This is an optimization exercise on Yosys and OpenROAD, whose aim is small area, a short achievable clock period and few clock cycles per item, not a production implementation.
Where RTL was checked, it was by simulation tests only, not by an equivalence proof against the original.
No functional check of the RTL was part of runs 1 to 3.
No activity file was given, so power comes from the tool's default toggle rates.

==> flow/design.v, too long to show whole: its modules and the start of the top module <==
// module instr_decoder: 36 lines
// module instr_queue: 45 lines
// module instruction_issue: 102 lines
// module execute_cluster: 180 lines
// module mul_csa: 713 lines
// module core_issue_top: 109 lines
module core_issue_top (
    input  logic                   clk,
    input  logic                   rst,
    input  logic                   instr_valid,
    input  logic [31:0]            instr_word,
    input  logic                   flush,
    output logic                   stall,
    output logic                   wb_valid,
    output logic [5-1:0] wb_rd,
    output logic [32-1:0]       wb_data
);
  // ...
==> flow/run.sh <==
#!/bin/bash
# synth_recipe.tcl (not shown) runs the flow's synth.tcl, then flattens the netlist and writes it again
# the make line also repeats each setting of config.mk as NAME=value (left out here)
make -C /OpenROAD-flow-scripts/flow DESIGN_CONFIG=/design/flow/config.mk WORK_HOME=/design/flow/orfs CLKGATE_MAP_FILE= SYNTH_SCRIPT=/design/flow/synth_recipe.tcl finish
==> flow/config.mk <==
export PLATFORM = sky130hd
export DESIGN_NAME = core_issue_top
export DESIGN_NICKNAME = core_issue_top
export VERILOG_FILES = /design/flow/design.v
export SDC_FILE = /design/flow/constraint.sdc
export NUM_CORES = 4
export LEC_CHECK = 0
export ABC_CLOCK_PERIOD_IN_PS = 3000
export CAP_MARGIN = 20
export CORE_MARGIN = 2
export CORE_UTILIZATION = 40
export SETUP_SLACK_MARGIN = 3.0
export SLEW_MARGIN = 20
==> flow/constraint.sdc <==
create_clock -name core_clock -period 7.0 [get_ports {clk}]
set_input_delay 1.4000 -clock core_clock [delete_from_list [all_inputs] [get_ports {clk}]]
set_output_delay 1.4000 -clock core_clock [all_outputs]
set_load 0.01 [all_outputs]
==> reports/metrics.cfg, run 1 <==
[outcome]
status=timing/DRC/antenna clean

[clock_tree]
clk_pin_slew_worst_paths_ps=60

[logic_synthesis]
syn_area_um2=84400
synth_xor_xnor_area_share_pct=4.55
yosysSeqAreaShare_pct=48.6

[layout]
reg_top3=u_issue.rf x992, u_queue.q x90
final.fill_count=18500
nClkBuffers=207
mostFrequentLayoutCell=edfxtp_1
multi_input_cells=4142
layout.nets=6888
areaGrowthSynthToFinish_pct=14.1

[sta]
max_slew_margin_pct=14.4
fin_tns_setup_ps=0
hold_viol=0
hold_ws_ps=338
worst_slack_ps=2770

[route]
dr.pass1.iters=6

[global_route]
use_met1_pct=36.3

[placed_design]
dp_hpwl_um=191000

[setup_path]
critical_path_class=reg2out
cpLargestDelayFamily=compound AO/OA/AOI/OAI gates
cp_cell_sequence=ha_4, nand4_1, nor4_4, a31oi_4, o21ai_2, a311oi_2, buf_6, inv_4, ha_4, buf_6
critPathSlowestCell=edfxtp_1

[power]
power_leader=registers
pwr-share-comb_pct=32.4
total_power_mw=26.3
power_switching_mw=8.83

==> run 2: changes to the inputs <==
--- a/flow/config.mk
+++ b/flow/config.mk
@@ -10,4 +10,4 @@
 export CORE_MARGIN = 2
 export CORE_UTILIZATION = 40
-export SETUP_SLACK_MARGIN = 3.0
+export SETUP_SLACK_MARGIN = 3.3
 export SLEW_MARGIN = 20
==> reports/metrics.cfg, run 2 <==
[clock_tree]
cts_htree_levels=4  ; unchanged
cts_buffers=155  ; was 157
clk_pin_slew_worst_paths_ps=60  ; about the same
cts_tree=yes  ; unchanged
clk_root_buffer_cell=clkbuf_16  ; unchanged
clk_latency_ps=830  ; about the same
cts_sinks=1447  ; unchanged
clockBufferDepth=3  ; unchanged
holdBufCountCts=0  ; unchanged

[global_route]
busiest_layer=met2  ; unchanged
overflow=0  ; unchanged
antenna_found_initial=10  ; was 12
grtUsageMet3_pct=6.68  ; was 6.50%
grt_use_total_pct=28.2  ; was 27.8%
grt_pass1_wl_um=437000  ; was 432,000 um
grt_pass1_vias=59500  ; was 58.4k
grt_max_degree=108  ; was 113
use_met1_pct=37.0  ; was 36.3%
use_met2_pct=42.9  ; was 42.7%

[logic_synthesis]
yosysSeqAreaShare_pct=48.6  ; unchanged
synth_fa_ha_area_share_pct=8.03  ; unchanged
synth-simple-area-share_pct=5.63  ; unchanged
synth_most_common_cell=edfxtp_1  ; unchanged
synth_top_family_by_area=multiplexers  ; unchanged
synth.area.top_cells=edfxtp_1 43%, mux4_2 16%, dfxtp_1 5.8%, fa_1 4.6%, xnor2_1 3.4%  ; unchanged
synth_flop_cell=edfxtp_1  ; unchanged
syn_inst=6388  ; unchanged
synth_edf_count=1202  ; unchanged
yosysTopAreaCell=edfxtp_1  ; unchanged
synth-seq-cells=1447  ; unchanged
syn_area_um2=84400  ; unchanged
yosys.area.top_type_share_pct=42.8  ; unchanged
synth_compound_area_share_pct=10.9  ; unchanged
syn_area_per_cell_um2=13.2  ; unchanged
synth_xor_xnor_area_share_pct=4.55  ; unchanged
muxShareOfSynthArea_pct=18.3  ; unchanged
synth_commonest_cells=1,202 x edfxtp_1, 586 x mux4_2, 384 x nand2_1, 340 x o21ai_0, 331 x xnor2_1  ; unchanged
synth.distinct_cells=89  ; unchanged
synthArstFlopShare_pct=0  ; unchanged
yosys_warnings=3  ; unchanged
syn_nets=6849  ; unchanged

[power]
power_per_cell_area_nw_per_um2=275  ; was 273 nW/um^2
power.leakage_nw=34.2  ; was 33.5 nW
irDropWorstVdd_mv=0.564  ; was 0.336 mV

[layout]
postLayoutCoreUtil_pct=46.9  ; was 45.9%
regMostFlops=u_issue.rf  ; unchanged
areaGrowthSynthToFinish_pct=16.5  ; was 14.1%
reg_top3=u_issue.rf x992, u_queue.q x90  ; unchanged
mostFrequentLayoutCell=edfxtp_1  ; unchanged
largest_register_ffs=992  ; unchanged
final.fill_count=18300  ; was 18.5k
final_cell_mix=1,202 x edfxtp_1, 586 x mux4_2, 380 x nand2_1  ; was 1,202 x edfxtp_1, 586 x mux4_2, 382 x nand2_1
design_area_um2=98300  ; was 96,200 um^2
layout.nets=6974  ; was 6,888
drive_gt1_share_pct=26.0  ; was 22.9%

[sta]
worst_pin_slew_ps=1350  ; was 1280 ps
timing.final.crit_period_ps=4300  ; was 4230 ps
fin_tns_setup_ps=0  ; unchanged
fmaxAchievable_mhz=233  ; was 236 MHz
post-route-period-util_pct=61.4  ; was 60.5%
clock_skew_ps=82.4  ; was 51.6 ps
slew_violations=0  ; unchanged
max_slew_margin_pct=9.52  ; was 14.4%
rsz0062_at_grt=true  ; unchanged
finalSetupViolCount=0  ; unchanged
hold_viol=0  ; unchanged

[die]
dieArea_um2=215000  ; unchanged
io_pins=75  ; unchanged
core_um2=210000  ; unchanged
dieWidth_um=463  ; unchanged
start_util_pct=40.2  ; unchanged
die_y_um=463  ; unchanged
row_count=168  ; unchanged

[route]
wl_per_cell_um=33.0  ; was 32.9 um
dr.pass1.iters=9  ; was 6
ant_nets=0  ; unchanged
initialDrtViolationCount=8789  ; was 8,501
wl_um=311000  ; was 308,000 um
dr_total_vias=60500  ; was 59.7k
drt-vias-per-instance=6.41  ; was 6.38
drc=0  ; unchanged

[setup_path]
path_max_fanout=53  ; was 2
critPathRequiredTime_ps=5600  ; about the same
ff2ff_setup_slack_ps=2910  ; was 3020 ps
critical_path_class=reg2out  ; unchanged
start_kind=register  ; unchanged
worstReg2RegStart=u_execute.s2_r0[22]  ; was u_execute.s2_r2[7]
setup.worst_path.start=u_execute.s2_valid  ; was u_execute.div_za[0]
arrival_ps=2900  ; was 2830 ps
endpoint_kind=output port  ; unchanged
r2r_end=u_issue.ex_a[31]  ; unchanged
reg2regPathDepth=14  ; was 13

[min_path]
hold-path-endpoint=u_issue.ex_funct3[2]  ; unchanged
whs_path_depth=0  ; unchanged
hp-start=u_queue.q[26]  ; unchanged
hold_path.class=reg2reg  ; unchanged

[placed_design]
dp_hpwl_um=190000  ; was 191,000 um
routabilityCongestion=0.980  ; was 0.991
io_buffers=74  ; unchanged
placed_area_um2=88600  ; was 88,500 um^2

[run]
drv_cap=0  ; unchanged

[outcome]
status=timing/DRC/antenna clean  ; unchanged

run 2: changes by cell type in the layout (fill, tap and decap cells not counted), moves of 18 or more:
cell / previous run / this run
buf_12: 15 / 33
a21oi_2: 9 / 29
buf_6: 17 / 40
buf_4: 236 / 274
a21oi_1: 315 / 291
run 2: kinds of logic (layout without fill, tap and decap cells):
kind of cell	Yosys count	count (layout)
buffers and inverters	804	1036
adders and majority gates	425	425
DFF	1447	1447
xor gates and xnor gates	438	438
AOI/OAI and AO/OA	1426	1426
and+or+nand+nor	1051	1051
muxes	797	802
other	0	3
run 2: cell type report:
cell class,count,area [um^2],area share (%)
multi-input cells,4142,42500,43.2
flip-flops and latches,1447,41100,41.8
repair buffers,464,5050,5.14
clock buffers,203,4220,4.29
well taps,2805,3510,3.57
inverters,303,1240,1.27
clock inverters,66,663,0.675
diodes,3,7.51,0.00764
run 2: what timing repair did:
item,4_1_cts,5_1_grt
setup endpoints to repair,268,144
pin swaps,116,106
buffers inserted,120,46
endpoints found under the hold margin,0,0
resized for setup,415,178
gates cloned,22,7
run 2: worst max-delay path, cell delays in order, from the launching register on:
cell and delay (ps):
dfxtp_2 320, buf_6 240, inv_2 410, nand3_1 310
a311oi_2 340, buf_6 160, inv_4 40, ha_4 150
buf_6 110
run 2: worst max-delay path by stage:
stage / to
finish: stall
detailed placement: u_issue.ex_b[2]
global route: stall
global placement: u_execute.div_align
CTS: stall
floorplan: u_execute.s2_r0[27]
run 2: routing by layer:
metal / wire [um] / up-vias / part of all wire (%)
met5: 36 / - / 0.012
met4: 20700 / 6 / 6.7
met3: 34200 / 918 / 11
met2: 140000 / 3910 / 45
met1: 116000 / 30900 / 37
li1: - / 24800 / -
run 2: through the flow:
| step | instances | total power [mW] | setup WS, ps | hold slack, ps |
|---|---|---|---|---|
| after floorplan | 6388 | 15.2 | 3010 | 323 |
| after global placement | 8966 | 17.7 | 2200 | 327 |
| after detailed placement | 8966 | 17.8 | 2290 | 329 |
| after CTS | 9377 | 26.6 | 2670 | 341 |
| after global routing | 9430 | 28.1 | 2620 | 357 |
| final | 9433 | 27.1 | 2700 | 338 |
run 2: report_power, final:
group          total (mW)  switching [mW]  internal [mW]
combinational        9.36            5.36           4.00
clock                8.16            3.58           4.58
sequential           9.55           0.191           9.35
==> run 3: changes to the inputs <==
--- a/flow/config.mk
+++ b/flow/config.mk
@@ -6,8 +6,8 @@
 export NUM_CORES = 4
 export LEC_CHECK = 0
-export ABC_CLOCK_PERIOD_IN_PS = 3000
+export ABC_CLOCK_PERIOD_IN_PS = 2800
 export CAP_MARGIN = 20
 export CORE_MARGIN = 2
 export CORE_UTILIZATION = 40
-export SETUP_SLACK_MARGIN = 3.3
+export SETUP_SLACK_MARGIN = 3.1
 export SLEW_MARGIN = 20
==> reports/metrics.cfg, run 3 <==
[die]
core_um2=210000  ; unchanged
io_pins=75  ; unchanged
dieWidth_um=463  ; unchanged
die_y_um=463  ; unchanged
row_count=168  ; unchanged
dieArea_um2=215000  ; unchanged
start_util_pct=40.2  ; unchanged

[sta]
slew_violations=0  ; unchanged
clock_skew_ps=92.6  ; was 82.4 ps
timing.final.crit_period_ps=4260  ; was 4300 ps
rsz0062_at_grt=true  ; unchanged
finalSetupViolCount=0  ; unchanged
worst_slack_ps=2740  ; was 2700 ps
post-route-period-util_pct=60.8  ; was 61.4%
hold_viol=0  ; unchanged
fin_tns_setup_ps=0  ; unchanged
worst_pin_slew_ps=1160  ; was 1350 ps
fmaxAchievable_mhz=235  ; was 233 MHz
max_slew_margin_pct=22.1  ; was 9.52%

[logic_synthesis]
syn_nets=6849  ; unchanged
synth_commonest_cells=1,202 x edfxtp_1, 586 x mux4_2, 384 x nand2_1, 340 x o21ai_0, 331 x xnor2_1  ; unchanged
synth-seq-cells=1447  ; unchanged
syn_area_per_cell_um2=13.2  ; unchanged
synthArstFlopShare_pct=0  ; unchanged
yosysTopAreaCell=edfxtp_1  ; unchanged
syn_area_um2=84400  ; unchanged
syn_inst=6388  ; unchanged
synth_edf_count=1202  ; unchanged
synth_flop_cell=edfxtp_1  ; unchanged
yosys_warnings=3  ; unchanged
yosysSeqAreaShare_pct=48.6  ; unchanged
synth.area.top_cells=edfxtp_1 43%, mux4_2 16%, dfxtp_1 5.8%, fa_1 4.6%, xnor2_1 3.4%  ; unchanged
yosys.area.top_type_share_pct=42.8  ; unchanged
synth.distinct_cells=89  ; unchanged
synth_most_common_cell=edfxtp_1  ; unchanged

[layout]
areaGrowthSynthToFinish_pct=15.5  ; was 16.5%
drive_gt1_share_pct=24.2  ; was 26.0%
regMostFlops=u_issue.rf  ; unchanged
final_cell_mix=1,202 x edfxtp_1, 586 x mux4_2, 383 x nand2_1  ; was 1,202 x edfxtp_1, 586 x mux4_2, 380 x nand2_1
postLayoutCoreUtil_pct=46.5  ; was 46.9%
largest_register_ffs=992  ; unchanged
mostFrequentLayoutCell=edfxtp_1  ; unchanged
layout.nets=6939  ; was 6,974
reg_top3=u_issue.rf x992, u_queue.q x90  ; unchanged

[clock_tree]
clockBufferDepth=3  ; unchanged
clk_pin_slew_worst_paths_ps=70  ; was 60 ps
holdBufCountCts=0  ; unchanged
clk_latency_ps=850  ; was 830 ps
clk_root_buffer_cell=clkbuf_16  ; unchanged
cts_buffers=154  ; was 155
cts_tree=yes  ; unchanged
cts_htree_levels=4  ; unchanged
cts_sinks=1447  ; unchanged

[power]
p_seq_share_pct=35.7  ; was 35.3%
power.leakage_nw=34.0  ; was 34.2 nW
p_int_mw=17.7  ; was 17.9 mW
power_switching_mw=8.99  ; was 9.13 mW
clockPowerShare_pct=31.2  ; was 30.1%
irDropWorstVdd_mv=0.285  ; was 0.564 mV
netSwitchingFraction_pct=33.6  ; was 33.7%
pwr-share-comb_pct=33.1  ; was 34.6%
total_power_mw=26.7  ; was 27.1 mW
power_per_cell_area_nw_per_um2=274  ; was 275 nW/um^2

[setup_path]
endpoint_kind=output port  ; unchanged
arrival_ps=2860  ; was 2900 ps
critical_path_class=reg2out  ; unchanged
path_max_fanout=3  ; was 53
critPathRequiredTime_ps=5600  ; about the same
start_kind=register  ; unchanged

[global_route]
overflow=0  ; unchanged
grt_use_total_pct=28.5  ; was 28.2%
grt_max_degree=114  ; was 108
grt_pass1_vias=58500  ; was 59.5k
grt_pass1_wl_um=440000  ; was 437,000 um
antenna_found_initial=7  ; was 10

[placed_design]
dp_hpwl_um=191000  ; was 190,000 um
routabilityCongestion=0.976  ; was 0.980
io_buffers=74  ; unchanged
pre_cts_slack_ps=1920  ; was 2290 ps

[route]
dr.pass1.iters=6  ; was 9
wl_met1_um=119000  ; was 116,000 um
ant_nets=0  ; unchanged
route.met3.wl_um=33200  ; was 34,200 um
drc=0  ; unchanged
dr_total_vias=60000  ; was 60.5k
wl_met2_um=143000  ; was 140,000 um
initialDrtViolationCount=8413  ; was 8,789
wl_um=315000  ; was 311,000 um
highest_layer=met5  ; unchanged
wl_per_cell_um=33.5  ; was 33.0 um
drt-vias-per-instance=6.38  ; was 6.41

[run]
drv_cap=0  ; unchanged

[outcome]
status=timing/DRC/antenna clean  ; unchanged

[min_path]
hold_path.class=reg2reg  ; unchanged

-- run 3: final timing paths --
path,end,slack [ps],cells after the start,from
max,stall,2740,11,u_queue.q[14]
min,u_issue.ex_funct3[2],340,0,u_queue.q[26]
max reg2reg,u_issue.ex_b[29],3070,12,u_execute.s2_r0[18]
min reg2reg,u_issue.ex_funct3[2],340,0,u_queue.q[26]
-- run 3: cell type report --
type,count,area (um^2)
repair buffers,430,4560
fillers,18500,112000
inverters,303,1230
clock buffers,205,4210
clock inverters,74,855
flip-flops and latches,1447,41100
diodes,3,7.51
well taps,2805,3510
multi-input cells,4142,41900
-- run 3: repair_timing --
item | CTS | global route
setup endpoints to repair | 227 | 101
pin swaps | 43 | 80
resized for setup | 252 | 179
buffers inserted | 79 | 55
gates cloned | 19 | 6
-- run 3: stage by stage --
stage,instances,hold WS (ps),cell area (um^2)
after floorplan,6388,323,84900
after global placement,8967,333,88600
after detailed placement,8967,332,88600
after CTS,9344,346,95900
after global routing,9406,352,97400
final,9409,344,97400
-- run 3: routing by layer --
layer / track usage (%) / vias to the layer above
met3: 6.13 / 836
met1: 38.0 / 30700
li1: - / 24600
met4: 14.5 / 2
met2: 44.0 / 3768
met5: 0 / -
-- run 3: kinds of logic after synthesis --
| group | Yosys count | share of synthesized area, % |
|---|---|---|
| xor+xnor | 438 | 4.55 |
| flops | 1447 | 48.6 |
| mux | 797 | 18.3 |
| fa+ha+maj | 425 | 8.03 |
| buf+inv | 804 | 3.93 |
| compound gates | 1426 | 10.9 |
| simple gates | 1051 | 5.63 |
-- run 3: worst max-delay path, cell delays in order (launching register included) --
cell      delay, ps
edfxtp_1        410
buf_12          150
xnor2_1         190
nand3_2         120
nor3_4          350
a21oi_2         130
nor2_4          150
a311oi_2         70
buf_6           150
inv_4            50
ha_4            130
buf_6           100
-- run 3: power groups by stage --
stage,Sequential (mW),Combinational (mW),Clock (mW)
after floorplan,9.62,5.51,0
after global placement,9.74,7.84,0
after detailed placement,9.74,7.90,0
after CTS,9.54,8.40,8.39
after global routing,9.55,9.51,8.74
final,9.55,8.85,8.33
==> module execute_cluster, before the edit <==
module execute_cluster (
    input  logic                   clk,
    input  logic                   rst,
    input  logic                   ex_alu,
    input  logic                   ex_mul,
    input  logic                   ex_div,
    input  logic [5-1:0] ex_rd,
    input  logic [2:0]             ex_funct3,
    input  logic                   ex_sub,
    input  logic [32-1:0]       ex_a,
    input  logic [32-1:0]       ex_b,
    input  logic [32-1:0]       mul_a,
    input  logic [32-1:0]       mul_b,
    output logic [32-1:0]       alu_res,
    input  logic                   issue_div,
    input  logic [5-1:0] issue_rd,
    input  logic                   issue_rem,
    output logic                   s2_valid,
    output logic [5-1:0] s2_rd,
    output logic [32-1:0]       s2_res,
    output logic                   div_busy,
    output logic [5-1:0] div_rd,
    output logic                   div_resv,
    output logic                   div_wr,
    output logic [32-1:0]       div_res,
    output logic                   rf_we,
    output logic [5-1:0] rf_waddr,
    output logic [32-1:0]       rf_wdata,
    output logic                   wb_valid,
    output logic [5-1:0] wb_rd,
    output logic [32-1:0]       wb_data
);
    logic [32-1:0] alu_b;
    logic [32-1:0] alu_sum;
    assign alu_b   = ex_sub ? ~ex_b : ex_b;
    assign alu_sum = ex_a + alu_b + {{(32-1){1'b0}}, ex_sub};
    always_comb begin
        case (ex_funct3)
            3'b100:  alu_res = ex_a ^ ex_b;
            3'b110:  alu_res = ex_a | ex_b;
            3'b111:  alu_res = ex_a & ex_b;
            default: alu_res = alu_sum;
        endcase
    end
    logic [32-1:0] mul_r0;
    logic [32-1:0] mul_r1;
    logic [32-1:0] mul_r2;
    logic [32-1:0] mul_r3;
    mul_csa u_mul (
        .a  (mul_a),
        .b  (mul_b),
        .r0 (mul_r0),
        .r1 (mul_r1),
        .r2 (mul_r2),
        .r3 (mul_r3)
    );
    logic [32-1:0] s2_r0;
    logic [32-1:0] s2_r1;
    logic [32-1:0] s2_r2;
    logic [32-1:0] s2_r3;
    logic [32-1:0] s2_t0;
    logic [32-1:0] s2_t1;
    logic [32-1:0] s2_u0;
    logic [32-1:0] s2_u1;
    always_ff @(posedge clk) begin
        if (rst)
            s2_valid <= 1'b0;
        else
            s2_valid <= ex_alu || ex_mul;
    end
    always_ff @(posedge clk) begin
        s2_rd <= ex_rd;
        s2_r0 <= ex_mul ? mul_r0 : alu_res;
        s2_r1 <= ex_mul ? mul_r1 : '0;
        s2_r2 <= ex_mul ? mul_r2 : '0;
        s2_r3 <= ex_mul ? mul_r3 : '0;
    end
    assign s2_t0  = s2_r0 ^ s2_r1 ^ s2_r2;
    assign s2_t1  = {(s2_r0[32-2:0] & s2_r1[32-2:0]) | (s2_r0[32-2:0] & s2_r2[32-2:0]) |
                     (s2_r1[32-2:0] & s2_r2[32-2:0]), 1'b0};
    assign s2_u0  = s2_t0 ^ s2_t1 ^ s2_r3;
    assign s2_u1  = {(s2_t0[32-2:0] & s2_t1[32-2:0]) | (s2_t0[32-2:0] & s2_r3[32-2:0]) |
                     (s2_t1[32-2:0] & s2_r3[32-2:0]), 1'b0};
    assign s2_res = s2_u0 + s2_u1;
    function automatic [5:0] clz32(input [31:0] x);
        integer i;
        begin
            clz32 = 6'd32;
            for (i = 0; i < 32; i = i + 1)
                if (x[i])
                    clz32 = 31 - i;
        end
    endfunction
    logic [5:0]       za;
    logic [5:0]       zb;
    logic             b_zero;
    logic             b_le;
    logic             div_run;
    logic             div_align;
    logic             div_done;
    logic             div_op_rem;
    logic [5:0]       div_za;
    logic [5:0]       div_zb;
    logic [5:0]       div_k;
    logic [5:0]       div_cnt;
    logic [32-1:0] div_rem;
    logic [32-1:0] div_quot;
    logic [32-1:0] div_d;
    logic [32:0]   div_diff;
    assign za     = clz32(ex_a);
    assign zb     = clz32(ex_b);
    assign b_zero = (ex_b == '0);
    assign b_le   = !b_zero && (zb >= za);
    assign div_k  = div_zb - div_za;
    assign div_diff = {1'b0, div_rem} - {1'b0, div_d};
    assign div_done = div_busy && !ex_div && !div_align && !div_run;
    assign div_wr   = div_done && !s2_valid;
    assign div_res  = div_op_rem ? div_rem : div_quot;
    assign div_resv = (div_align && div_za == div_zb) || (div_run && div_cnt == 6'd2);
    always_ff @(posedge clk) begin
        if (rst) begin
            div_busy  <= 1'b0;
            div_align <= 1'b0;
            div_run   <= 1'b0;
        end else begin
            if (issue_div)
                div_busy <= 1'b1;
            else if (div_wr)
                div_busy <= 1'b0;
            div_align <= ex_div && b_le;
            if (div_align)
                div_run <= 1'b1;
            else if (div_run && div_cnt == 6'd1)
                div_run <= 1'b0;
        end
    end
    always_ff @(posedge clk) begin
        if (issue_div) begin
            div_rd     <= issue_rd;
            div_op_rem <= issue_rem;
        end
    end
    always_ff @(posedge clk) begin
        if (ex_div) begin
            div_za   <= za;
            div_zb   <= zb;
            div_rem  <= ex_a;
            div_quot <= b_zero ? '1 : '0;
            div_d    <= ex_b;
        end else if (div_align) begin
            div_cnt  <= div_k + 6'd1;
            div_d    <= div_d << div_k[4:0];
        end else if (div_run) begin
            div_cnt  <= div_cnt - 6'd1;
            div_quot <= {div_quot[32-2:0], !div_diff[32]};
            div_d    <= div_d >> 1;
            if (!div_diff[32])
                div_rem <= div_diff[32-1:0];
        end
    end
    logic                   res_we;
    logic [5-1:0] res_rd;
    logic [32-1:0]       res_data;
    assign res_we   = s2_valid || div_wr;
    assign res_rd   = s2_valid ? s2_rd : div_rd;
    assign res_data = s2_valid ? s2_res : div_res;
    always_ff @(posedge clk) begin
        if (rst)
            wb_valid <= 1'b0;
        else
            wb_valid <= res_we;
    end
    always_ff @(posedge clk) begin
        wb_rd   <= res_rd;
        wb_data <= res_data;
    end
    assign rf_we    = wb_valid;
    assign rf_waddr = wb_rd;
    assign rf_wdata = wb_data;
endmodule
==> run 4: changes to the inputs <==
--- a/flow/design.v
+++ b/flow/design.v
@@ -303,4 +303,5 @@
     logic             div_run;
     logic             div_align;
+    logic             div_short;
     logic             div_done;
     logic             div_op_rem;
@@ -322,5 +323,6 @@
     assign div_wr   = div_done && !s2_valid;
     assign div_res  = div_op_rem ? div_rem : div_quot;
-    assign div_resv = (div_align && div_za == div_zb) || (div_run && div_cnt == 6'd2);
+    assign div_resv = (div_run && div_cnt == 6'd2) ||
+                      (div_run && div_cnt == 6'd1 && div_short && (ex_alu || ex_mul));
     always_ff @(posedge clk) begin
         if (rst) begin
@@ -333,6 +335,6 @@
             else if (div_wr)
                 div_busy <= 1'b0;
-            div_align <= ex_div && b_le;
-            if (div_align)
+            div_align <= ex_div && b_le && za != zb;
+            if (div_align || (ex_div && b_le && za == zb))
                 div_run <= 1'b1;
             else if (div_run && div_cnt == 6'd1)
@@ -347,7 +349,9 @@
     end
     always_ff @(posedge clk) begin
+        div_short <= ex_div;
         if (ex_div) begin
             div_za   <= za;
             div_zb   <= zb;
+            div_cnt  <= 6'd1;
             div_rem  <= ex_a;
             div_quot <= b_zero ? '1 : '0;
--- a/flow/config.mk
+++ b/flow/config.mk
@@ -6,8 +6,8 @@
 export NUM_CORES = 4
 export LEC_CHECK = 0
-export ABC_CLOCK_PERIOD_IN_PS = 2800
+export ABC_CLOCK_PERIOD_IN_PS = 3000
 export CAP_MARGIN = 20
 export CORE_MARGIN = 2
 export CORE_UTILIZATION = 40
-export SETUP_SLACK_MARGIN = 3.1
+export SETUP_SLACK_MARGIN = 3.0
 export SLEW_MARGIN = 20
==> reports/metrics.cfg, run 4 <==
[logic_synthesis]
yosysTopAreaCell=edfxtp_1  ; unchanged
syn_inst=6290  ; was 6,388
synth_commonest_cells=1,196 x edfxtp_1, 585 x mux4_2, 361 x nor2_1, 357 x nand2_1, 341 x xnor2_1  ; was 1,202 x edfxtp_1, 586 x mux4_2, 384 x nand2_1, 340 x o21ai_0, 331 x xnor2_1
yosysSeqAreaShare_pct=48.9  ; was 48.6%
synth.area.top_cells=edfxtp_1 43%, mux4_2 16%, dfxtp_1 6.0%, fa_1 4.6%, xnor2_1 3.6%  ; was edfxtp_1 43%, mux4_2 16%, dfxtp_1 5.8%, fa_1 4.6%, xnor2_1 3.4%
syn_area_um2=83800  ; was 84,400 um^2
syn_area_per_cell_um2=13.3  ; was 13.2 um^2
synth-seq-cells=1448  ; was 1,447
yosys_warnings=3  ; unchanged
synth.distinct_cells=93  ; was 89
yosys.area.top_type_share_pct=42.9  ; was 42.8%
synthArstFlopShare_pct=0  ; unchanged
syn_nets=6751  ; was 6,849
synth_most_common_cell=edfxtp_1  ; unchanged
synth_edf_count=1196  ; was 1,202
synth_flop_cell=edfxtp_1  ; unchanged

[setup_path]
critPathSlowestCell=edfxtp_1  ; unchanged
path_max_fanout=2  ; was 3
cp_cell_sequence=buf_16, xor2_2, nor3_2, nand3_1, nor2_2, nor4_4, o2111ai_2, buf_4, ha_4, buf_6  ; was buf_12, xnor2_1, nand3_2, nor3_4, a21oi_2, nor2_4, a311oi_2, buf_6, inv_4, ha_4, buf_6
path_buf_inv=3  ; was 4
arrival_ps=2770  ; was 2860 ps
critical_path_class=reg2out  ; unchanged
start_kind=register  ; unchanged
r2r_end=u_issue.ex_a[30]  ; was u_issue.ex_b[29]
reg2regPathDepth=15  ; was 12
cpLargestDelayFamily=simple AND/OR/NAND/NOR gates  ; unchanged
worstReg2RegStart=u_execute.s2_r2[13]  ; was u_execute.s2_r0[18]
critPathMaxStageDelay_ps=460  ; was 410 ps
ff2ff_setup_slack_ps=2860  ; was 3070 ps
endpoint_kind=output port  ; unchanged
critPathRequiredTime_ps=5600  ; about the same
crit_path_end=stall  ; unchanged
setup.worst_path.start=u_queue.q[10]  ; was u_queue.q[14]
path_depth=10  ; was 11

[global_route]
grt_use_total_pct=28.4  ; was 28.5%
grt_pass1_wl_um=432000  ; was 440,000 um
busiest_layer=met2  ; unchanged
use_met2_pct=43.6  ; was 44.0%
overflow=0  ; unchanged
use_met1_pct=36.2  ; was 38.0%
grt_pass1_vias=57700  ; was 58.5k
grt_max_degree=122  ; was 114
antenna_found_initial=6  ; was 7
grtUsageMet3_pct=6.92  ; was 6.13%

[clock_tree]
clk_latency_ps=840  ; was 850 ps
clk_root_buffer_cell=clkbuf_16  ; unchanged
cts_htree_levels=4  ; unchanged
clockBufferDepth=3  ; unchanged
cts_buffers=158  ; was 154
cts_sinks=1448  ; was 1,447
clk_pin_slew_worst_paths_ps=60  ; was 70 ps
cts_tree=yes  ; unchanged

[power]
irDropWorstVdd_mv=0.400  ; was 0.285 mV
p_int_mw=18.0  ; was 17.7 mW
power_switching_mw=9.22  ; was 8.99 mW
p_seq_share_pct=35.0  ; was 35.7%
netSwitchingFraction_pct=33.9  ; was 33.6%
total_power_mw=27.2  ; was 26.7 mW
power_per_cell_area_nw_per_um2=282  ; was 274 nW/um^2
power.leakage_nw=33.8  ; was 34.0 nW
pwr-share-comb_pct=33.1  ; about the same
clockPowerShare_pct=31.9  ; was 31.2%

[die]
core_um2=209000  ; was 210,000 um^2
io_pins=75  ; unchanged
dieWidth_um=462  ; was 463 um
start_util_pct=40.1  ; was 40.2%
die_y_um=462  ; was 463 um
dieArea_um2=213000  ; was 215,000 um^2
row_count=168  ; unchanged

[outcome]
status=timing/DRC/antenna clean  ; unchanged

[sta]
finalSetupViolCount=0  ; unchanged
worst_pin_slew_ps=1190  ; was 1160 ps
post-route-period-util_pct=59.6  ; was 60.8%
max_slew_margin_pct=20.6  ; was 22.1%
worst_slack_ps=2830  ; was 2740 ps
clock_skew_ps=38.9  ; was 92.6 ps
fin_tns_setup_ps=0  ; unchanged
hold_viol=0  ; unchanged
rsz0062_at_grt=true  ; unchanged
fmaxAchievable_mhz=240  ; was 235 MHz
slew_violations=0  ; unchanged
timing.final.crit_period_ps=4170  ; was 4260 ps

[placed_design]
io_buffers=74  ; unchanged
routabilityCongestion=0.999  ; was 0.976
pre_cts_slack_ps=1790  ; was 1920 ps
placed_area_um2=88200  ; was 88,600 um^2
dp_hpwl_um=190000  ; was 191,000 um

[layout]
regMostFlops=u_issue.rf  ; unchanged
areaGrowthSynthToFinish_pct=15.0  ; was 15.5%
reg_top3=u_issue.rf x992, u_queue.q x90  ; unchanged
design_area_um2=96400  ; was 97,400 um^2
postLayoutCoreUtil_pct=46.1  ; was 46.5%
final_cell_mix=1,196 x edfxtp_1, 585 x mux4_2, 351 x nand2_1  ; was 1,202 x edfxtp_1, 586 x mux4_2, 383 x nand2_1
drive_gt1_share_pct=24.0  ; was 24.2%
largest_register_ffs=992  ; unchanged
final.fill_count=18400  ; was 18.5k
mostFrequentLayoutCell=edfxtp_1  ; unchanged
layout.nets=6848  ; was 6,939

[min_path]
hold_path.class=reg2reg  ; unchanged

[route]
wl_per_cell_um=33.3  ; was 33.5 um
drt-vias-per-instance=6.38  ; about the same
ant_nets=0  ; unchanged
drc=0  ; unchanged
dr.pass1.iters=7  ; was 6
wl_um=311000  ; was 315,000 um
dr_total_vias=59500  ; was 60.0k
initialDrtViolationCount=9270  ; was 8,413

[run]
drv_cap=0  ; unchanged

==> run 4: cell types whose count changed in the layout (fill, tap and decap cells not counted), moves of 14 or more <==
cell	delta
buf_4	+30
o21ai_0	-17
mux2_1	+30
nand2_1	-32
inv_1	-35
clkinvlp_4	+14
nor3_1	-15
xnor2_1	+21
ha_1	+15
nor2_1	+39
==> run 4: power by group through the flow <==
stage | sequential, mW | combinational (mW) | clock (mW)
2_1_floorplan | 9.63 | 5.41 | 0
3_3_place_gp | 9.72 | 8.09 | 0
3_5_place_dp | 9.72 | 8.17 | 0
4_1_cts | 9.52 | 8.50 | 8.74
5_1_grt | 9.54 | 9.63 | 9.08
6_report | 9.53 | 9.00 | 8.67
==> run 4: cells by family after synthesis <==
kind of cell / Yosys count / synth area share [%]
DFF: 1448 / 48.9
AOI/OAI and AO/OA: 1345 / 10.4
and+or+nand+nor: 1005 / 5.28
muxes: 836 / 19.0
buffers and inverters: 773 / 3.62
xor gates and xnor gates: 458 / 4.79
adders and majority gates: 425 / 8.08
==> run 4: cell type report <==
class                   instances  area [um^2]  share of cell area [%]
multi-input cells            4074        41100                    42.6
flip-flops and latches       1448        41000                    42.6
repair buffers                439         4330                    4.49
clock buffers                 195         4200                    4.35
well taps                    2805         3510                    3.64
clock inverters                98         1120                    1.17
inverters                     266         1090                    1.13
diodes                          9         22.5                  0.0234
==> run 4: metrics by stage <==
| stage | instances | hold WS [ps] |
|---|---|---|
| 2_1_floorplan | 6290 | 323 |
| 3_3_place_gp | 8880 | 325 |
| 3_5_place_dp | 8883 | 327 |
| 4_1_cts | 9250 | 340 |
| 5_1_grt | 9325 | 345 |
| 6_report | 9334 | 340 |
==> run 4: what timing repair did <==
| item | in CTS | in global routing |
|---|---|---|
| setup endpoints to repair | 190 | 108 |
| setup buffers | 62 | 65 |
| pin swaps | 38 | 57 |
| gates cloned | 12 | 10 |
| hold buffers | 0 | 0 |
| gates resized for setup | 161 | 145 |
==> run 4: worst reg2reg max path: stages, from the launching register on <==
cell     delay, ps
dfxtp_2        330
fa_1           590
fa_1           480
ha_4           270
a21oi_2        130
o21ai_2         80
or4b_4         490
o21ai_2        150
a31oi_1        110
buf_4          170
a211o_1        320
a21oi_2        190
xor2_1         220
buf_4          210
nor2_1          50
a211o_1        230
==> run 4: per-layer routing <==
layer | vias to the layer above | wire length (um)
met4 | 6 | 23100
met3 | 974 | 33500
met2 | 3918 | 141000
met5 | - | 41
met1 | 30400 | 113000
li1 | 24300 | -
==> run 4: how the worst min path moves through the flow <==
stage / from / endpoint / slack, ps / cells after the start
final: u_queue.q[24] / u_issue.ex_funct3[0] / 340 / 0
after global routing: u_queue.q[24] / u_issue.ex_funct3[0] / 350 / 0
after CTS: u_queue.q[24] / u_issue.ex_funct3[0] / 340 / 0
after detailed placement: u_queue.q[24] / u_issue.ex_funct3[0] / 330 / 0
after global placement: u_queue.q[26] / u_issue.ex_funct3[2] / 330 / 0
after floorplan: u_queue.q[24] / u_issue.ex_funct3[0] / 320 / 0
Testbench counts of run 4, summed over its fixed seeds: cycles 17,617, instrs 16,000.
==> module instr_queue, before the edit <==
module instr_queue #(
    parameter int DEPTH = 3
) (
    input  logic           clk,
    input  logic           rst,
    input  logic           flush,
    input  logic           push,
    input  core_pkg::dec_t wr_data,
    input  logic           pop,
    output logic           head_valid,
    output core_pkg::dec_t head,
    output logic           stall
);
    localparam int W = core_pkg::DEC_W;
    logic [DEPTH-1:0][W-1:0] q;
    logic [DEPTH-1:0]        v;
    assign head       = q[0];
    assign head_valid = v[0];
    assign stall      = v[DEPTH-1] && !pop;
    always_ff @(posedge clk) begin
        if (rst || flush) begin
            v <= '0;
        end else begin
            for (int i = 0; i < DEPTH; i++) begin
                if (pop)
                    v[i] <= (i + 1 < DEPTH ? v[(i + 1) % DEPTH] : 1'b0) || (push && v[i]) ||
                            (push && i == 0 && !v[0]);
                else
                    v[i] <= v[i] || (push && (i == 0 || v[(i + DEPTH - 1) % DEPTH]));
            end
        end
    end
    always_ff @(posedge clk) begin
        for (int i = 0; i < DEPTH; i++) begin
            if (pop) begin
                if (i + 1 < DEPTH && v[(i + 1) % DEPTH])
                    q[i] <= q[(i + 1) % DEPTH];
                else if (v[i] || i == 0)
                    q[i] <= wr_data;
            end else if (!v[i]) begin
                q[i] <= wr_data;
            end
        end
    end
endmodule
==> module core_issue_top, before the edit <==
module core_issue_top (
    input  logic                   clk,
    input  logic                   rst,
    input  logic                   instr_valid,
    input  logic [31:0]            instr_word,
    input  logic                   flush,
    output logic                   stall,
    output logic                   wb_valid,
    output logic [5-1:0] wb_rd,
    output logic [32-1:0]       wb_data
);
    logic                   dec_ok;
    core_pkg::dec_t         dec;
    logic                   head_valid;
    core_pkg::dec_t         head;
    logic                   fire;
    logic                   ex_alu, ex_mul, ex_div;
    logic [5-1:0] ex_rd;
    logic [2:0]             ex_funct3;
    logic                   ex_sub;
    logic [32-1:0]       ex_a, ex_b;
    logic [32-1:0]       alu_res;
    logic                   s2_valid;
    logic [5-1:0] s2_rd;
    logic [32-1:0]       s2_res;
    logic                   div_busy;
    logic [5-1:0] div_rd;
    logic                   div_resv;
    logic                   div_wr;
    logic [32-1:0]       div_res;
    logic                   rf_we;
    logic [5-1:0] rf_waddr;
    logic [32-1:0]       rf_wdata;
    instr_decoder u_decoder (
        .instr_word (instr_word),
        .dec_ok     (dec_ok),
        .dec        (dec)
    );
    instr_queue u_queue (
        .clk        (clk),
        .rst        (rst),
        .flush      (flush),
        .push       (instr_valid && !flush && dec_ok),
        .wr_data    (dec),
        .pop        (fire),
        .head_valid (head_valid),
        .head       (head),
        .stall      (stall)
    );
    instruction_issue u_issue (
        .clk        (clk),
        .rst        (rst),
        .head_valid (head_valid),
        .head       (head),
        .fire       (fire),
        .ex_alu     (ex_alu),
        .ex_mul     (ex_mul),
        .ex_div     (ex_div),
        .ex_rd      (ex_rd),
        .ex_funct3  (ex_funct3),
        .ex_sub     (ex_sub),
        .ex_a       (ex_a),
        .ex_b       (ex_b),
        .alu_res    (alu_res),
        .s2_valid   (s2_valid),
        .s2_rd      (s2_rd),
        .s2_res     (s2_res),
        .div_busy   (div_busy),
        .div_rd     (div_rd),
        .div_resv   (div_resv),
        .div_wr     (div_wr),
        .div_res    (div_res),
        .rf_we      (rf_we),
        .rf_waddr   (rf_waddr),
        .rf_wdata   (rf_wdata)
    );
    execute_cluster u_execute (
        .clk        (clk),
        .rst        (rst),
        .ex_alu     (ex_alu),
        .ex_mul     (ex_mul),
        .ex_div     (ex_div),
        .ex_rd      (ex_rd),
        .ex_funct3  (ex_funct3),
        .ex_sub     (ex_sub),
        .ex_a       (ex_a),
        .ex_b       (ex_b),
        .mul_a      (ex_a),
        .mul_b      (ex_b),
        .alu_res    (alu_res),
        .issue_div  (fire && head.div),
        .issue_rd   (head.rd),
        .issue_rem  (head.funct3[1]),
        .s2_valid   (s2_valid),
        .s2_rd      (s2_rd),
        .s2_res     (s2_res),
        .div_busy   (div_busy),
        .div_rd     (div_rd),
        .div_resv   (div_resv),
        .div_wr     (div_wr),
        .div_res    (div_res),
        .rf_we      (rf_we),
        .rf_waddr   (rf_waddr),
        .rf_wdata   (rf_wdata),
        .wb_valid   (wb_valid),
        .wb_rd      (wb_rd),
        .wb_data    (wb_data)
    );
endmodule
==> run 5: changes to the inputs <==
--- a/flow/design.v
+++ b/flow/design.v
@@ -62,4 +62,5 @@
     input  core_pkg::dec_t wr_data,
     input  logic           pop,
+    input  logic           pop_sure,
     output logic           head_valid,
     output core_pkg::dec_t head,
@@ -71,5 +72,5 @@
     assign head       = q[0];
     assign head_valid = v[0];
-    assign stall      = v[DEPTH-1] && !pop;
+    assign stall      = v[DEPTH-1] && !pop_sure;
     always_ff @(posedge clk) begin
         if (rst || flush) begin
@@ -1148,4 +1149,5 @@
         .wr_data    (dec),
         .pop        (fire),
+        .pop_sure   (!ex_mul && !div_busy),
         .head_valid (head_valid),
         .head       (head),
==> reports/metrics.cfg, run 5 <==
[clock_tree]
cts_htree_levels=4  ; unchanged
clockBufferDepth=3  ; unchanged
cts_sinks=1448  ; unchanged
clk_pin_slew_worst_paths_ps=60  ; about the same
clk_latency_ps=820  ; was 840 ps
cts_buffers=158  ; unchanged
cts_tree=yes  ; unchanged
clk_root_buffer_cell=clkbuf_16  ; unchanged

[sta]
fin_tns_setup_ps=0  ; unchanged
timing.final.crit_period_ps=4080  ; was 4170 ps
slew_violations=0  ; unchanged
clock_skew_ps=60.5  ; was 38.9 ps
worst_pin_slew_ps=1250  ; was 1190 ps
post-route-period-util_pct=58.2  ; was 59.6%
hold_viol=0  ; unchanged
max_slew_margin_pct=16.3  ; was 20.6%
fmaxAchievable_mhz=245  ; was 240 MHz
hold_ws_ps=329  ; was 340 ps
finalSetupViolCount=0  ; unchanged
rsz0062_at_grt=true  ; unchanged

[route]
initialDrtViolationCount=7521  ; was 9,270
wl_um=294000  ; was 311,000 um
wl_per_cell_um=32.0  ; was 33.3 um
ant_nets=0  ; unchanged
drt-vias-per-instance=6.26  ; was 6.38
drc=0  ; unchanged
dr.pass1.iters=6  ; was 7
dr_total_vias=57600  ; was 59.5k

[power]
power_per_cell_area_nw_per_um2=276  ; was 282 nW/um^2
power.leakage_nw=32.9  ; was 33.8 nW
irDropWorstVdd_mv=0.276  ; was 0.400 mV
total_power_mw=26.2  ; was 27.2 mW

[die]
start_util_pct=40.2  ; was 40.1%
dieArea_um2=214000  ; was 213,000 um^2
io_pins=75  ; unchanged
row_count=168  ; unchanged
core_um2=209000  ; about the same
dieWidth_um=462  ; about the same
die_y_um=462  ; about the same

[layout]
drive_gt1_share_pct=22.4  ; was 24.0%
regMostFlops=u_issue.rf  ; unchanged
postLayoutCoreUtil_pct=45.4  ; was 46.1%
largest_register_ffs=992  ; unchanged
design_area_um2=94900  ; was 96,400 um^2
layout.nets=6722  ; was 6,848
final.fill_count=18500  ; was 18.4k
multi_input_area_um2=40900  ; was 41,100 um^2
seqCellArea_um2=41000  ; about the same
final_cell_mix=1,196 x edfxtp_1, 586 x mux4_2, 342 x xnor2_1  ; was 1,196 x edfxtp_1, 585 x mux4_2, 351 x nand2_1
reg_top3=u_issue.rf x992, u_queue.q x90  ; unchanged
areaGrowthSynthToFinish_pct=12.9  ; was 15.0%
mostFrequentLayoutCell=edfxtp_1  ; unchanged

[global_route]
antenna_found_initial=8  ; was 6
grt_use_total_pct=26.8  ; was 28.4%
grt_max_degree=122  ; unchanged
grt_pass1_wl_um=418000  ; was 432,000 um
overflow=0  ; unchanged
grt_pass1_vias=57000  ; was 57.7k

[setup_path]
critPathRequiredTime_ps=7620  ; was 5600 ps
start_kind=register  ; unchanged
reg2regPathDepth=12  ; was 15
worstReg2RegStart=u_issue.ex_b[14]  ; was u_execute.s2_r2[13]
critical_path_class=reg2reg  ; was reg2out
arrival_ps=4700  ; was 2770 ps
endpoint_kind=register  ; was output port
ff2ff_setup_slack_ps=2920  ; was 2860 ps
path_max_fanout=17  ; was 2
r2r_end=u_execute.s2_r0[30]  ; was u_issue.ex_a[30]

[logic_synthesis]
yosys.area.top_type_share_pct=42.7  ; was 42.9%
syn_inst=6258  ; was 6,290
syn_nets=6718  ; was 6,751
syn_area_per_cell_um2=13.4  ; was 13.3 um^2
synthArstFlopShare_pct=0  ; unchanged
yosysTopAreaCell=edfxtp_1  ; unchanged
syn_area_um2=84000  ; was 83,800 um^2
synth_most_common_cell=edfxtp_1  ; unchanged
synth.distinct_cells=87  ; was 93
synth_commonest_cells=1,196 x edfxtp_1, 586 x mux4_2, 353 x xnor2_1, 331 x nand2_1, 320 x o21ai_0  ; was 1,196 x edfxtp_1, 585 x mux4_2, 361 x nor2_1, 357 x nand2_1, 341 x xnor2_1
yosysSeqAreaShare_pct=48.7  ; was 48.9%
yosys_warnings=3  ; unchanged
synth_flop_cell=edfxtp_1  ; unchanged
synth_edf_count=1196  ; unchanged
synth.area.top_cells=edfxtp_1 43%, mux4_2 16%, dfxtp_1 6.0%, fa_1 4.6%, xnor2_1 3.7%  ; was edfxtp_1 43%, mux4_2 16%, dfxtp_1 6.0%, fa_1 4.6%, xnor2_1 3.6%
synth-seq-cells=1448  ; unchanged

[placed_design]
placed_area_um2=88100  ; was 88,200 um^2
dp_hpwl_um=189000  ; was 190,000 um
io_buffers=74  ; unchanged
routabilityCongestion=0.970  ; was 0.999

[run]
drv_cap=0  ; unchanged

[min_path]
hold-path-endpoint=u_issue.ex_funct3[2]  ; was u_issue.ex_funct3[0]
hp-start=u_queue.q[26]  ; was u_queue.q[24]
whs_path_depth=0  ; unchanged
hold_path.class=reg2reg  ; unchanged

[outcome]
status=timing/DRC/antenna clean  ; unchanged

==> run 5: metal layers <==
metal  GRT usage, %  routed length, um
met2           41.9             136000
met3           4.87              26000
met4           12.6              16200
met5              0                 57
met1           36.2             116000
==> run 5: per-stage QoR <==
| stage | std cells | worst slack (ps) |
|---|---|---|
| floorplan | 6258 | 2970 |
| global placement | 8829 | 2070 |
| detailed placement | 8833 | 1970 |
| CTS | 9153 | 2890 |
| global route | 9195 | 2870 |
| finish | 9196 | 2920 |
==> run 5: logic make-up (layout without fill, tap and decap cells) <==
group	after synthesis	after routing	synth area share (%)
adders and majority gates	424	424	8.04
buffers and inverters	769	896	3.82
AOI/OAI and AO/OA	1362	1362	10.6
muxes	843	848	19.0
xor gates and xnor gates	452	452	4.71
DFF	1448	1448	48.7
and+or+nand+nor	960	960	5.17
other	0	1	0
==> run 5: critical path, stage by stage (launching register included) <==
cell	delay, ps
dfxtp_2	470
inv_1	280
ha_4	240
mux2_4	350
a22oi_1	210
xnor2_1	120
fa_1	510
inv_1	90
fa_1	570
fa_1	440
fa_1	440
nand2_1	70
o21ai_0	100
==> run 5: worst max path at each step <==
stage                          start             endpoint  cells past startpoint
floorplan            u_issue.ex_b[1]  u_execute.s2_r0[27]                     16
global placement    u_issue.ex_b[11]  u_execute.s2_r0[30]                     11
detailed placement  u_issue.ex_b[11]  u_execute.s2_r0[30]                     11
CTS                 u_issue.ex_b[19]  u_execute.s2_r0[30]                     14
global route        u_issue.ex_b[19]  u_execute.s2_r0[30]                     14
finish              u_issue.ex_b[14]  u_execute.s2_r0[30]                     12
==> run 5: cell type report <==
class,instances,area share (%)
flip-flops and latches,1448,43.2
multi-input cells,4046,43.1
clock buffers,214,4.53
well taps,2805,3.70
repair buffers,336,3.37
inverters,272,1.14
clock inverters,74,0.879
diodes,1,0.00264
==> run 5: repair_timing <==
item | 4_1_cts | 5_1_grt
pin swaps | 11 | 20
hold buffers | 0 | 0
hold endpoints to repair | 0 | 0
resized for setup | 118 | 107
gates cloned | 4 | 4
buffers inserted | 28 | 37
setup endpoints to repair | 191 | 118
==> run 5: power by group <==
group,internal [mW],switching (mW)
Clock,4.69,3.70
Combinational,3.44,4.80
Sequential,9.36,0.226
Total,17.5,8.72
Testbench counts of run 5, summed over its fixed seeds: cycles 17,756, instrs 16,000.
==> run 6: changes to the inputs <==
--- a/flow/config.mk
+++ b/flow/config.mk
@@ -10,4 +10,6 @@
 export CORE_MARGIN = 2
 export CORE_UTILIZATION = 40
+export CTS_CLUSTER_DIAMETER = 80
+export CTS_CLUSTER_SIZE = 30
 export SETUP_SLACK_MARGIN = 3.0
 export SLEW_MARGIN = 20
==> reports/metrics.cfg, run 6 <==
[layout]
reg_top3=u_issue.rf x992, u_queue.q x90  ; unchanged
largest_register_ffs=992  ; unchanged
layout.nets=6661  ; was 6,722
regMostFlops=u_issue.rf  ; unchanged
final_cell_mix=1,196 x edfxtp_1, 586 x mux4_2, 342 x xnor2_1  ; unchanged
postLayoutCoreUtil_pct=44.5  ; was 45.4%
drive_gt1_share_pct=22.0  ; was 22.4%
areaGrowthSynthToFinish_pct=10.8  ; was 12.9%
mostFrequentLayoutCell=edfxtp_1  ; unchanged
final.fill_count=18600  ; was 18.5k
design_area_um2=93100  ; was 94,900 um^2

[route]
dr_total_vias=57200  ; was 57.6k
wl_um=293000  ; was 294,000 um
ant_nets=0  ; unchanged
initialDrtViolationCount=7985  ; was 7,521
drt-vias-per-instance=6.30  ; was 6.26
dr.pass1.iters=6  ; unchanged
drc=0  ; unchanged
wl_per_cell_um=32.2  ; was 32.0 um

[sta]
fmaxAchievable_mhz=249  ; was 245 MHz
hold_viol=0  ; unchanged
worst_slack_ps=2980  ; was 2920 ps
max_slew_margin_pct=14.5  ; was 16.3%
fin_tns_setup_ps=0  ; unchanged
finalSetupViolCount=0  ; unchanged
slew_violations=0  ; unchanged
post-route-period-util_pct=57.4  ; was 58.2%
clock_skew_ps=72.1  ; was 60.5 ps
timing.final.crit_period_ps=4020  ; was 4080 ps
worst_pin_slew_ps=1280  ; was 1250 ps
rsz0062_at_grt=true  ; unchanged

[logic_synthesis]
syn_nets=6718  ; unchanged
syn_inst=6258  ; unchanged
synth_edf_count=1196  ; unchanged
muxShareOfSynthArea_pct=19.0  ; unchanged
yosys_warnings=3  ; unchanged
synth_fa_ha_area_share_pct=8.04  ; unchanged
synth_top_family_by_area=multiplexers  ; unchanged
synth-seq-cells=1448  ; unchanged
yosysTopAreaCell=edfxtp_1  ; unchanged
synth-simple-area-share_pct=5.17  ; unchanged
synth_compound_area_share_pct=10.6  ; unchanged
synth_xor_xnor_area_share_pct=4.71  ; unchanged
synthArstFlopShare_pct=0  ; unchanged
synth.area.top_cells=edfxtp_1 43%, mux4_2 16%, dfxtp_1 6.0%, fa_1 4.6%, xnor2_1 3.7%  ; unchanged
yosysSeqAreaShare_pct=48.7  ; unchanged
syn_area_per_cell_um2=13.4  ; unchanged
yosys.area.top_type_share_pct=42.7  ; unchanged
synth.distinct_cells=87  ; unchanged
syn_area_um2=84000  ; unchanged
synth_flop_cell=edfxtp_1  ; unchanged
synth_most_common_cell=edfxtp_1  ; unchanged
synth_commonest_cells=1,196 x edfxtp_1, 586 x mux4_2, 353 x xnor2_1, 331 x nand2_1, 320 x o21ai_0  ; unchanged

[setup_path]
start_kind=register  ; unchanged
setup.worst_path.start=u_issue.ex_b[16]  ; was u_issue.ex_b[14]
r2r_end=u_execute.s2_r0[30]  ; unchanged
critPathRequiredTime_ps=7580  ; was 7620 ps
cp_cell_sequence=inv_1, ha_2, mux2_2, a22oi_2, xnor2_1, fa_1, inv_1, fa_1, fa_1, fa_1, nand2_1, o21ai_0  ; was inv_1, ha_4, mux2_4, a22oi_1, xnor2_1, fa_1, inv_1, fa_1, fa_1, fa_1, nand2_1, o21ai_0
critPathMaxStageDelay_ps=570  ; about the same
critPathSlowestCell=fa_1  ; unchanged
reg2regPathDepth=12  ; unchanged
worstReg2RegStart=u_issue.ex_b[16]  ; was u_issue.ex_b[14]
critical_path_class=reg2reg  ; unchanged
ff2ff_setup_slack_ps=2980  ; was 2920 ps
endpoint_kind=register  ; unchanged
path_max_fanout=15  ; was 17
cpMostUsedCell=fa_1  ; unchanged
path_buf_inv=2  ; unchanged
cpLargestDelayFamily=adder cells  ; unchanged
arrival_ps=4600  ; was 4700 ps

[die]
row_count=168  ; unchanged
start_util_pct=40.2  ; unchanged
dieArea_um2=214000  ; unchanged
core_um2=209000  ; unchanged
die_y_um=462  ; unchanged
io_pins=75  ; unchanged
dieWidth_um=462  ; unchanged

[placed_design]
placed_area_um2=88100  ; unchanged
pre_cts_slack_ps=1970  ; unchanged
io_buffers=74  ; unchanged
routabilityCongestion=0.970  ; unchanged
dp_hpwl_um=189000  ; unchanged

[clock_tree]
clk_pin_slew_worst_paths_ps=100  ; was 60 ps
clk_latency_ps=790  ; was 820 ps
clockBufferDepth=3  ; unchanged
holdBufCountCts=0  ; unchanged
clk_root_buffer_cell=clkbuf_16  ; unchanged
cts_sinks=1448  ; unchanged
cts_buffers=88  ; was 158
cts_tree=yes  ; unchanged
cts_htree_levels=3  ; was 4

[global_route]
grt_max_degree=98  ; was 122
grt_pass1_wl_um=415000  ; was 418,000 um
overflow=0  ; unchanged
grt_use_total_pct=26.6  ; was 26.8%
grt_pass1_vias=56400  ; was 57.0k
antenna_found_initial=11  ; was 8

[min_path]
hold-path-endpoint=u_issue.ex_funct3[2]  ; unchanged
whs_path_depth=0  ; unchanged
hold_path.class=reg2reg  ; unchanged
hp-start=u_queue.q[26]  ; unchanged

[power]
irDropWorstVdd_mv=0.253  ; was 0.276 mV
total_power_mw=24.0  ; was 26.2 mW
power.leakage_nw=32.0  ; was 32.9 nW
power_per_cell_area_nw_per_um2=258  ; was 276 nW/um^2

[run]
drv_cap=0  ; unchanged

[outcome]
status=timing/DRC/antenna clean  ; unchanged

run 6: layer usage:
metal  up-vias  wire length (um)  GRT usage (%)
met5         -                72              0
met1     29500            114000           35.9
met4        14             16300           12.3
met2      3159            135000           41.9
met3       630             26600           4.69
li1      23900                 -              -
run 6: final cells by class:
class | count | area [um^2] | area share, %
Clock buffer | 92 | 2260 | 2.43
Multi-Input combinational cell | 4048 | 40900 | 44.0
Antenna cell | 3 | 7.51 | 0.00806
Clock inverter | 73 | 1020 | 1.09
Sequential cell | 1448 | 41000 | 44.1
Timing Repair Buffer | 343 | 3280 | 3.52
Inverter | 272 | 1080 | 1.16
Tap cell | 2805 | 3510 | 3.77
run 6: worst max path at each step:
stage / end / cells past startpoint / slack, ps
floorplan: u_execute.s2_r0[27] / 16 / 2970
global placement: u_execute.s2_r0[30] / 11 / 2070
detailed placement: u_execute.s2_r0[30] / 11 / 1970
CTS: u_execute.s2_r0[30] / 14 / 2880
global route: u_execute.s2_r0[30] / 12 / 2890
finish: u_execute.s2_r0[30] / 12 / 2980
run 6: cell families after synthesis:
kind of cell	count (synthesis)
buf+inv	769
flops	1448
simple gates	960
fa+ha+maj	424
compound gates	1362
xor+xnor	452
mux	843
run 6: repair_timing:
action                     4_1_cts  5_1_grt
resized for setup              122      101
pin swaps                       11       19
gates cloned                     4        7
setup endpoints to repair      195      120
setup buffers                   37       34
run 6: power by group:
group | total, mW | leakage [nW] | switching [mW] | internal, mW
clock network | 6.21 | 1.56 | 3.52 | 2.69
logic | 8.25 | 17.4 | 4.81 | 3.44
registers | 9.57 | 13.0 | 0.228 | 9.35
run 6: per-stage QoR:
stage / hold WS [ps] / instances
4_1_cts: 347 / 9039
2_1_floorplan: 323 / 6258
3_3_place_gp: 328 / 8829
6_report: 353 / 9084
5_1_grt: 361 / 9081
3_5_place_dp: 328 / 8833
run 6: worst reg2reg max path, stage by stage, from the launching register on:
cell     delay [ps]
dfxtp_2         520
inv_1           170
ha_2            200
mux2_2          400
a22oi_2         180
xnor2_1         120
fa_1            550
inv_1            80
fa_1            570
fa_1            440
fa_1            440
nand2_1          70
o21ai_0         100
==> run 7: changes to the inputs <==
--- a/flow/config.mk
+++ b/flow/config.mk
@@ -10,6 +10,6 @@
 export CORE_MARGIN = 2
 export CORE_UTILIZATION = 40
-export CTS_CLUSTER_DIAMETER = 80
-export CTS_CLUSTER_SIZE = 30
+export CTS_CLUSTER_DIAMETER = 60
+export CTS_CLUSTER_SIZE = 20
 export SETUP_SLACK_MARGIN = 3.0
 export SLEW_MARGIN = 20
==> reports/metrics.cfg, run 7 <==
[outcome]
status=timing/DRC/antenna clean  ; unchanged

[sta]
hold_ws_ps=349  ; was 353 ps
finalSetupViolCount=0  ; unchanged
fmaxAchievable_mhz=250  ; was 249 MHz
slew_violations=0  ; unchanged
worst_slack_ps=3000  ; was 2980 ps
worst_pin_slew_ps=1210  ; was 1280 ps
clock_skew_ps=78.4  ; was 72.1 ps
fin_tns_setup_ps=0  ; unchanged
rsz0062_at_grt=true  ; unchanged
post-route-period-util_pct=57.1  ; was 57.4%
timing.final.crit_period_ps=4000  ; was 4020 ps
max_slew_margin_pct=19.0  ; was 14.5%
hold_viol=0  ; unchanged

[global_route]
grt_pass1_wl_um=415000  ; about the same
overflow=0  ; unchanged
grt_pass1_vias=56700  ; was 56.4k
grt_max_degree=122  ; was 98
grt_use_total_pct=26.6  ; about the same
antenna_found_initial=7  ; was 11

[setup_path]
crit_path_end=u_execute.s2_r0[30]  ; unchanged
critical_path_class=reg2reg  ; unchanged
arrival_ps=4610  ; was 4600 ps
endpoint_kind=register  ; unchanged
reg2regPathDepth=14  ; was 12
critPathRequiredTime_ps=7610  ; was 7580 ps
ff2ff_setup_slack_ps=3000  ; was 2980 ps
worstReg2RegStart=u_issue.ex_b[19]  ; was u_issue.ex_b[16]
setup.worst_path.start=u_issue.ex_b[19]  ; was u_issue.ex_b[16]
path_max_fanout=14  ; was 15
r2r_end=u_execute.s2_r0[30]  ; unchanged
start_kind=register  ; unchanged

[die]
dieWidth_um=462  ; unchanged
dieArea_um2=214000  ; unchanged
row_count=168  ; unchanged
io_pins=75  ; unchanged
core_um2=209000  ; unchanged
start_util_pct=40.2  ; unchanged
die_y_um=462  ; unchanged

[route]
wl_met2_um=135000  ; about the same
route.met3.wl_um=26700  ; was 26,600 um
dr.pass1.iters=6  ; unchanged
drc=0  ; unchanged
highest_layer=met5  ; unchanged
dr_total_vias=57300  ; was 57.2k
initialDrtViolationCount=7691  ; was 7,985
wl_met1_um=113000  ; was 114,000 um
drt-vias-per-instance=6.28  ; was 6.30
wl_per_cell_um=32.0  ; was 32.2 um
ant_nets=0  ; unchanged
wl_um=292000  ; was 293,000 um

[logic_synthesis]
synth_most_common_cell=edfxtp_1  ; unchanged
syn_area_um2=84000  ; unchanged
synth.area.top_cells=edfxtp_1 43%, mux4_2 16%, dfxtp_1 6.0%, fa_1 4.6%, xnor2_1 3.7%  ; unchanged
yosys_warnings=3  ; unchanged
syn_nets=6718  ; unchanged
synth_flop_cell=edfxtp_1  ; unchanged
yosys.area.top_type_share_pct=42.7  ; unchanged
syn_area_per_cell_um2=13.4  ; unchanged
synth_edf_count=1196  ; unchanged
synthArstFlopShare_pct=0  ; unchanged
syn_inst=6258  ; unchanged
synth.distinct_cells=87  ; unchanged
synth_commonest_cells=1,196 x edfxtp_1, 586 x mux4_2, 353 x xnor2_1, 331 x nand2_1, 320 x o21ai_0  ; unchanged
yosysSeqAreaShare_pct=48.7  ; unchanged
synth-seq-cells=1448  ; unchanged
yosysTopAreaCell=edfxtp_1  ; unchanged

[power]
netSwitchingFraction_pct=34.9  ; was 35.6%
clockPowerShare_pct=28.5  ; was 25.8%
pwr-share-comb_pct=33.0  ; was 34.3%
power_per_cell_area_nw_per_um2=266  ; was 258 nW/um^2
power_switching_mw=8.68  ; was 8.56 mW
power.leakage_nw=32.3  ; was 32.0 nW
total_power_mw=24.9  ; was 24.0 mW
p_seq_share_pct=38.5  ; was 39.8%
irDropWorstVdd_mv=0.321  ; was 0.253 mV
p_int_mw=16.2  ; was 15.5 mW

[layout]
regMostFlops=u_issue.rf  ; unchanged
largest_register_ffs=992  ; unchanged
postLayoutCoreUtil_pct=44.8  ; was 44.5%
reg_top3=u_issue.rf x992, u_queue.q x90  ; unchanged
seqCellArea_um2=41000  ; about the same
drive_gt1_share_pct=22.3  ; was 22.0%
areaGrowthSynthToFinish_pct=11.5  ; was 10.8%
final.fill_count=18600  ; about the same
multi_input_area_um2=40900  ; about the same
mostFrequentLayoutCell=edfxtp_1  ; unchanged
layout.nets=6684  ; was 6,661
final_cell_mix=1,196 x edfxtp_1, 586 x mux4_2, 343 x xnor2_1  ; was 1,196 x edfxtp_1, 586 x mux4_2, 342 x xnor2_1

[clock_tree]
cts_sinks=1448  ; unchanged
cts_htree_levels=3  ; unchanged
holdBufCountCts=0  ; unchanged
clockBufferDepth=3  ; unchanged
cts_buffers=117  ; was 88
clk_latency_ps=830  ; was 790 ps
clk_pin_slew_worst_paths_ps=80  ; was 100 ps
cts_tree=yes  ; unchanged
clk_root_buffer_cell=clkbuf_16  ; unchanged

[placed_design]
dp_hpwl_um=189000  ; unchanged
routabilityCongestion=0.970  ; unchanged
io_buffers=74  ; unchanged
pre_cts_slack_ps=1970  ; unchanged

[min_path]
hold_path.class=reg2reg  ; unchanged

[run]
drv_cap=0  ; unchanged

-- run 7: routing by layer --
metal | track usage [%] | up-vias
li1 | - | 23900
met2 | 41.7 | 3101
met3 | 4.86 | 641
met1 | 35.9 | 29600
met5 | 0 | -
met4 | 12.3 | 6
-- run 7: critical path, stage by stage (launching register included) --
cell	delay (ps)
dfxtp_1	440
buf_8	250
inv_4	140
ha_2	200
mux2_2	380
a22oi_1	220
xnor2_1	90
ha_1	290
inv_1	80
fa_1	490
inv_1	70
fa_1	530
fa_1	410
nand2_1	70
o21ai_0	110
-- run 7: how the worst min path moves through the flow --
stage / end / depth (start not counted) / from / slack [ps]
2_1_floorplan: u_issue.ex_funct3[0] / 0 / u_queue.q[24] / 320
3_3_place_gp: u_issue.ex_funct3[2] / 0 / u_queue.q[26] / 330
3_5_place_dp: u_issue.ex_funct3[2] / 0 / u_queue.q[26] / 330
4_1_cts: u_issue.ex_funct3[0] / 0 / u_queue.q[24] / 350
5_1_grt: u_issue.ex_funct3[0] / 0 / u_queue.q[24] / 350
6_report: u_issue.ex_funct3[0] / 0 / u_queue.q[24] / 350
-- run 7: stage by stage --
step	instance area (um^2)	std cells
floorplan	84200	6258
global placement	88000	8829
detailed placement	88100	8833
CTS	92900	9073
global route	93700	9116
finish	93700	9120
-- run 7: repair_timing --
action                                 4_1_cts  5_1_grt
gates cloned                                 1        6
endpoints found under the hold margin        0        0
setup endpoints to repair                  194      130
pin swaps                                   15       23
gates resized for setup                    113      104
setup buffers                               33       36
-- run 7: final cells by class --
type	count	area share (%)
well taps	2805	3.74
repair buffers	339	3.37
multi-input cells	4046	43.7
clock buffers	125	3.16
diodes	4	0.0107
inverters	272	1.16
flip-flops and latches	1448	43.8
clock inverters	81	1.13
-- run 7: kinds of logic (layout without fill, tap and decap cells) --
group,Yosys count,in the layout,synth area share [%]
AOI/OAI and AO/OA,1362,1362,10.6
xor gates and xnor gates,452,452,4.71
adders and majority gates,424,424,8.04
buffers and inverters,769,817,3.82
DFF,1448,1448,48.7
muxes,843,848,19.0
other,0,4,0
and+or+nand+nor,960,960,5.17
-- run 7: power groups by stage --
stage / clock network, mW / logic (mW) / registers, mW
floorplan: 0 / 5.32 / 9.63
global placement: 0 / 7.70 / 9.77
detailed placement: 0 / 7.79 / 9.77
CTS: 7.19 / 8.00 / 9.56
global route: 7.49 / 9.00 / 9.57
finish: 7.10 / 8.22 / 9.57

[port drivers added, routing unchanged]
The flow's constraints put no driver on any port. The routed layouts listed below were extracted and timed again, unchanged, in two steps. Step 1 assumes that a clkbuf_16 drives the clock port and a buf_2 every other input. Step 2, shift: input delay + t, output delay - t, t = (earliest + latest rising clock arrival at the registers) / 2. This alone moves slack from input paths to output paths. a / b / c = ideal / step 1 / step 2; a / b = the first two.
| run | shift t [ns] | slack for setup (ns) | worst setup path after step 2 | worst slew at a driven data input, ns |
|---|---|---|---|---|
| run 1 | 0.889 | 2.768 / 2.678 / 3.016 | register to register | 0.04 |
| run 2 | 0.877 | 2.703 / 2.611 / 2.906 | register to register | 0.04 |
| run 3 | 0.898 | 2.744 / 2.652 / 3.073 | register to register | 0.04 |
| run 4 | 0.900 | 2.828 / 2.743 / 2.860 | register to register | 0.04 |
| run 5 | 0.889 | 2.924 / 2.924 / 2.758 | input to register | 0.05 |
| run 6 | 0.846 | 2.980 / 2.980 / 2.738 | input to register | 0.06 |
| run 7 | 0.878 | 3.001 / 3.001 / 2.758 | input to register | 0.05 |
After both steps every run listed still meets setup and hold. The setup slack of run 7, which loses most, moves by 0.000 ns with the drivers and by -0.243 ns with both steps.
